What follows belongs to an exercise in optimizing a design on an open flow for small area, a short achievable clock period and few clock cycles per item; a production flow would make more cautious choices.
Function was checked by simulation only, so behaviour that the tests miss may differ from the original.
Power is estimated from default activity; no workload was simulated. The flow treats the clock pin as an ideal source, which a real chip does not have.

==> flow/design.v <==
package neural_pkg;
  typedef logic signed [15:0] sample_t;
  typedef logic signed [31:0] mua_t;
  typedef logic [5:0] ch_t;
  typedef logic signed [7:0] coeff_t;
  localparam int FIR_TAPS = 4;
  localparam logic [FIR_TAPS*8-1:0] FIR_COEFFS = {
    -8'sd2,
    -8'sd1,
    8'sd1,
    8'sd2
  };
  localparam int RES_W = 19;
endpackage
module sync_fifo #(
  parameter int DATA_W = 19,
  parameter int DEPTH  = 16
) (
  input  logic              bus_clk,
  input  logic              rst_n,
  input  logic [DATA_W-1:0] in_data,
  input  logic              in_valid,
  input  logic [3:0]        pend_ch,
  input  logic              in_next,
  output logic              stall_next,
  output logic [DATA_W-1:0] out_data,
  output logic [3:0]        out_channel,
  output logic              out_last,
  output logic              out_valid,
  input  logic              out_ready,
  output logic              overflow
);
  localparam int WIDTH = DATA_W + 4;
  localparam int PW = $clog2(DEPTH);
  localparam int CW = $clog2(DEPTH + 1);
  logic [DATA_W-1:0] pend;
  logic              pend_v;
  logic [WIDTH-1:0]  pend_word;
  logic [WIDTH-1:0] ring [DEPTH];
  logic [CW-1:0] n;
  logic [PW-1:0] twait;
  logic [PW-1:0] hwait;
  logic n_zero;
  logic full;
  logic at_tail;
  logic hold;
  logic ring_wr;
  logic lose;
  logic pend_v_d;
  logic overflow_d;
  logic [WIDTH-1:0] head_d;
  assign pend_word = {pend_ch, pend};
  assign n_zero  = (n == '0);
  assign full    = out_valid ? (n == CW'(DEPTH - 1)) : (n == CW'(DEPTH));
  assign at_tail = n_zero || (twait == '0);
  assign lose    = pend_v && full;
  assign hold    = pend_v && !full && !at_tail;
  assign ring_wr = pend_v && at_tail && (n != CW'(DEPTH));
  assign pend_v_d   = hold ? pend_v : in_valid;
  assign overflow_d = overflow || lose;
  assign head_d = n_zero ? pend_word : ring[DEPTH-1];
  logic          load_c      [2];
  logic          out_valid_c [2];
  logic [CW-1:0] n_c         [2];
  logic [PW-1:0] twait_c     [2];
  logic [PW-1:0] hwait_c     [2];
  logic          stall_c     [2];
  for (genvar r = 0; r < 2; r++) begin : g_ready
    logic head_free;
    logic from_ring;
    logic from_pend;
    logic ring_push;
    logic full_d;
    assign head_free = !out_valid || (r == 1);
    assign from_ring = head_free && !n_zero && (hwait == '0);
    assign from_pend = head_free && n_zero && pend_v;
    assign ring_push = pend_v && !full && !from_pend && at_tail;
    assign load_c[r]      = from_ring || from_pend;
    assign out_valid_c[r] = from_ring || from_pend || (out_valid && (r == 0));
    assign n_c[r]         = ring_push ? (from_ring ? n : n + 1'b1)
                                      : (from_ring ? n - 1'b1 : n);
    assign twait_c[r]     = ring_push ? '0 : twait - 1'b1;
    assign hwait_c[r]     = (ring_push && n_zero) ? PW'(DEPTH - 1) :
                            from_ring             ? '0 : hwait - 1'b1;
    assign full_d     = out_valid_c[r] ? (n_c[r] == CW'(DEPTH - 1))
                                       : (n_c[r] == CW'(DEPTH));
    assign stall_c[r] = (pend_v_d && full_d) || (overflow_d && (in_next || pend_v_d));
  end
  assign stall_next = out_ready ? stall_c[1] : stall_c[0];
  always_ff @(posedge bus_clk) begin
    if (!hold) begin
      pend <= in_data;
    end
  end
  always_ff @(posedge bus_clk) begin
    for (int i = 1; i < DEPTH; i++) begin
      ring[i] <= ring[i-1];
    end
    ring[0] <= ring_wr ? pend_word : ring[DEPTH-1];
  end
  always_ff @(posedge bus_clk) begin
    if (out_ready ? load_c[1] : load_c[0]) begin
      out_data    <= head_d[DATA_W-1:0];
      out_channel <= head_d[WIDTH-1:DATA_W];
      out_last    <= (head_d[WIDTH-1:DATA_W] == 4'hf);
    end
  end
  always_ff @(posedge bus_clk or negedge rst_n) begin
    if (!rst_n) begin
      pend_v    <= 1'b0;
      n         <= '0;
      twait     <= '0;
      hwait     <= '0;
      out_valid <= 1'b0;
      overflow  <= 1'b0;
    end else begin
      pend_v    <= pend_v_d;
      n         <= out_ready ? n_c[1] : n_c[0];
      twait     <= out_ready ? twait_c[1] : twait_c[0];
      hwait     <= out_ready ? hwait_c[1] : hwait_c[0];
      out_valid <= out_ready ? out_valid_c[1] : out_valid_c[0];
      overflow  <= overflow_d;
    end
  end
endmodule
module fir_bandpass #(
  parameter int NUM_CH = 16
) (
  input  logic                          bus_clk,
  input  logic                          rst_n,
  input  logic [15:0]                   in_data,
  input  logic                          in_valid,
  output logic                          in_ready,
  input  logic                          stall_next,
  output logic                          taken,
  output logic [neural_pkg::RES_W-1:0]  out_data,
  output logic [3:0]                    pend_channel,
  output logic                          out_valid
);
  localparam int RES_W = neural_pkg::RES_W;
  logic [3:0]  next_ch;
  logic [3:0]  wait_cnt;
  logic [1:0]  frame;
  logic        v0;
  logic [15:0] r1 [NUM_CH];
  logic [15:0] r2 [NUM_CH];
  logic [15:0] r3 [NUM_CH];
  logic [15:0] x1, x2, x3;
  logic [RES_W-2:0] part;
  assign taken = in_valid && in_ready;
  always_ff @(posedge bus_clk or negedge rst_n) begin
    if (!rst_n) begin
      in_ready <= 1'b1;
    end else begin
      in_ready <= (taken || wait_cnt == 4'd1) && !stall_next;
    end
  end
  always_ff @(posedge bus_clk or negedge rst_n) begin
    if (!rst_n) begin
      next_ch  <= '0;
      wait_cnt <= '0;
      frame    <= '0;
      v0       <= 1'b0;
    end else begin
      v0 <= taken;
      if (taken) begin
        next_ch <= next_ch + 1'b1;
        if (next_ch == 4'(NUM_CH - 1) && frame != 2'd3) begin
          frame <= frame + 1'b1;
        end
      end else begin
        wait_cnt <= wait_cnt - 1'b1;
      end
    end
  end
  always_ff @(posedge bus_clk) begin
    for (int i = 1; i < NUM_CH; i++) begin
      r1[i] <= r1[i-1];
      r2[i] <= r2[i-1];
      r3[i] <= r3[i-1];
    end
    if (taken) begin
      r1[0] <= in_data;
      r2[0] <= r1[NUM_CH-1];
      r3[0] <= r2[NUM_CH-1];
    end else begin
      r1[0] <= r1[NUM_CH-1];
      r2[0] <= r2[NUM_CH-1];
      r3[0] <= r3[NUM_CH-1];
    end
  end
  assign x1 = (frame >= 2'd1) ? r1[NUM_CH-1] : '0;
  assign x2 = (frame >= 2'd2) ? r2[NUM_CH-1] : '0;
  assign x3 = (frame >= 2'd3) ? r3[NUM_CH-1] : '0;
  logic signed [RES_W-2:0] p1, p2, p3;
  assign p1 = {{2{x1[15]}}, x1};
  assign p2 = {{2{x2[15]}}, x2};
  assign p3 = {{2{x3[15]}}, x3};
  always_ff @(posedge bus_clk) begin
    part <= p1 - p2 - (p3 <<< 1);
  end
  logic signed [RES_W-1:0] e0, ep;
  assign e0 = {{3{r1[0][15]}}, r1[0]};
  assign ep = {part[RES_W-2], part};
  assign out_data    = (e0 <<< 1) + ep;
  assign pend_channel = next_ch - (v0 ? 4'd2 : 4'd1);
  assign out_valid   = v0;
endmodule
module neural_filter_top (
  input  logic                bus_clk,
  input  logic                rst_n,
  input  logic [15:0]         sample,
  input  logic                sample_valid,
  output logic                sample_ready,
  output logic [31:0]         mua_data,
  output logic [5:0]          mua_channel,
  output logic                mua_last,
  output logic                mua_valid,
  input  logic                mua_ready,
  output logic                overflow
);
  localparam int NUM_CH    = 16;
  localparam int OUT_DEPTH = 16;
localparam int RES_W     = neural_pkg::RES_W;
  logic              taken;
  logic              out_stall;
  logic [RES_W-1:0]  fir_data;
  logic [3:0]        pend_channel;
  logic              fir_valid;
  logic [RES_W-1:0]  mua_res;
  logic [3:0]        mua_ch;
  fir_bandpass #(
    .NUM_CH (NUM_CH)
  ) fir_band_pass (
    .bus_clk      (bus_clk),
    .rst_n        (rst_n),
    .in_data      (sample),
    .in_valid     (sample_valid),
    .in_ready     (sample_ready),
    .stall_next   (out_stall),
    .taken        (taken),
    .out_data     (fir_data),
    .pend_channel (pend_channel),
    .out_valid    (fir_valid)
  );
  sync_fifo #(
    .DATA_W (RES_W),
    .DEPTH  (OUT_DEPTH)
  ) mua_fifo (
    .bus_clk     (bus_clk),
    .rst_n       (rst_n),
    .in_data     (fir_data),
    .in_valid    (fir_valid),
    .pend_ch     (pend_channel),
    .in_next     (taken),
    .stall_next  (out_stall),
    .out_data    (mua_res),
    .out_channel (mua_ch),
    .out_last    (mua_last),
    .out_valid   (mua_valid),
    .out_ready   (mua_ready),
    .overflow    (overflow)
  );
  assign mua_data    = {{(32-RES_W){mua_res[RES_W-1]}}, mua_res};
  assign mua_channel = {2'b00, mua_ch};
endmodule
==> flow/config.mk <==
export PLATFORM = sky130hd
export DESIGN_NAME = neural_filter_top
export DESIGN_NICKNAME = neural_filter_top
export VERILOG_FILES = /design/flow/design.v
export SDC_FILE = /design/flow/constraint.sdc
export NUM_CORES = 4
export LEC_CHECK = 0
export CAP_MARGIN = 20
export CORE_MARGIN = 2
export CORE_UTILIZATION = 45
export CTS_CLUSTER_DIAMETER = 80
export CTS_CLUSTER_SIZE = 30
export PLACE_DENSITY = 0.6
export SLEW_MARGIN = 20
==> flow/constraint.sdc <==
create_clock -name core_clock -period 14.0 [get_ports {bus_clk}]
set_input_delay 2.8000 -clock core_clock [delete_from_list [all_inputs] [get_ports {bus_clk}]]
set_output_delay 2.8000 -clock core_clock [all_outputs]
set_load 0.01 [all_outputs]
standard.sh (not shown) runs the stock make flow with config.mk's settings and CLKGATE_MAP_FILE= SYNTH_SCRIPT=/design/flow/synth_recipe.tcl, a recipe that flattens the netlist after the stock synthesis.
==> flow/flow/run.sh <==
#!/bin/bash
# Layout with the standard ORFS flow (standard.sh: standard synthesis,
# floorplan, power grid, placement, CTS, routing), changing only how it
# optimises:
#  - ports are buffered with buf_4 rather than the default buffer cell
#  - CTS clusters up to 30 sinks within 80 um and adds no dummy loads
#  - repair_timing works towards a setup slack of SETUP_SLACK_MARGIN
# The clock period and constraints are the standard flow's, unchanged.
set -euo pipefail
export BUFFER_PORTS_ARGS="-buffer_cell sky130_fd_sc_hd__buf_4"
export CTS_ARGS="-sink_clustering_enable -repair_clock_nets -sink_clustering_size 30 -sink_clustering_max_diameter 80 -dont_use_dummy_load"
export SETUP_SLACK_MARGIN=10.6
bash standard.sh finish > standard_flow.log 2>&1
Testbench counts at the start, summed over its fixed seeds: cycles 6,168, items 6,144.
Change:
--- a/flow/flow/run.sh
+++ b/flow/flow/run.sh
@@ -12 +12 @@
-export SETUP_SLACK_MARGIN=10.6
+export SETUP_SLACK_MARGIN=10
CORE_UTILIZATION = 60   (was 45)
CTS_CLUSTER_DIAMETER = unset   (was 80)
CTS_CLUSTER_SIZE = unset   (was 30)
PLACE_DENSITY = 0.7   (was 0.6)
Die area came out lower by about 25%.
Wire length goes down by 7.9%.
Power goes down by about 2%.
Change:
CORE_UTILIZATION = 45   (was 60)
CTS_CLUSTER_DIAMETER = 80   (was unset)
CTS_CLUSTER_SIZE = 30   (was unset)
PLACE_DENSITY = 0.6   (was 0.7)
Count of clock-buffer cells in the layout stays the same. Design area climbs by 0.92%. Synthesized cell count does not change.
Change:
ABC_AREA = 1   (was unset)
CTS_CLUSTER_DIAMETER = unset   (was 80)
CTS_CLUSTER_SIZE = unset   (was 30)
After rerunning: The new run completed without violations; critical path depth stays the same; routed wire length falls slightly; total power rises by about a fifth; register-to-register slack gets better by 0.03 ns; cell count rises by a few percent; hold slack gets worse by 0.024 ns.

## separate check: timing with driven ports
The results above use ideal ports. As a check the final layouts listed here were re-extracted and re-timed, cells and wires unchanged.
Step 1: set_driving_cell puts a clkbuf_16 on bus_clk and a buf_2 on each other input, an assumption about the parent block.
Step 2 times the ports against the registers' clock, not the clock port: input delays grow and output delays shrink by t, the midpoint of the rising clock arrivals with the driver on.
a / b / c = ideal / step 1 / step 2; a / b = the first two.
run	t (ns)	slack for setup (ns)	worst slew at a driven data input, ns	pins driven straight from the clock port
the first run	0.636	9.860 / 9.802 / 10.082	0.10	1
the second run	0.643	9.867 / 9.809 / 9.601	0.04	1
the third run	0.661	9.864 / 9.804 / 9.606	0.05	1
the fourth run	0.641	9.865 / 9.808 / 9.512	0.09	1
After both steps setup and hold are still met in every run listed. For the fourth run, which loses most, drivers alone change the setup slack by -0.057 ns; drivers and shift together by -0.353 ns.
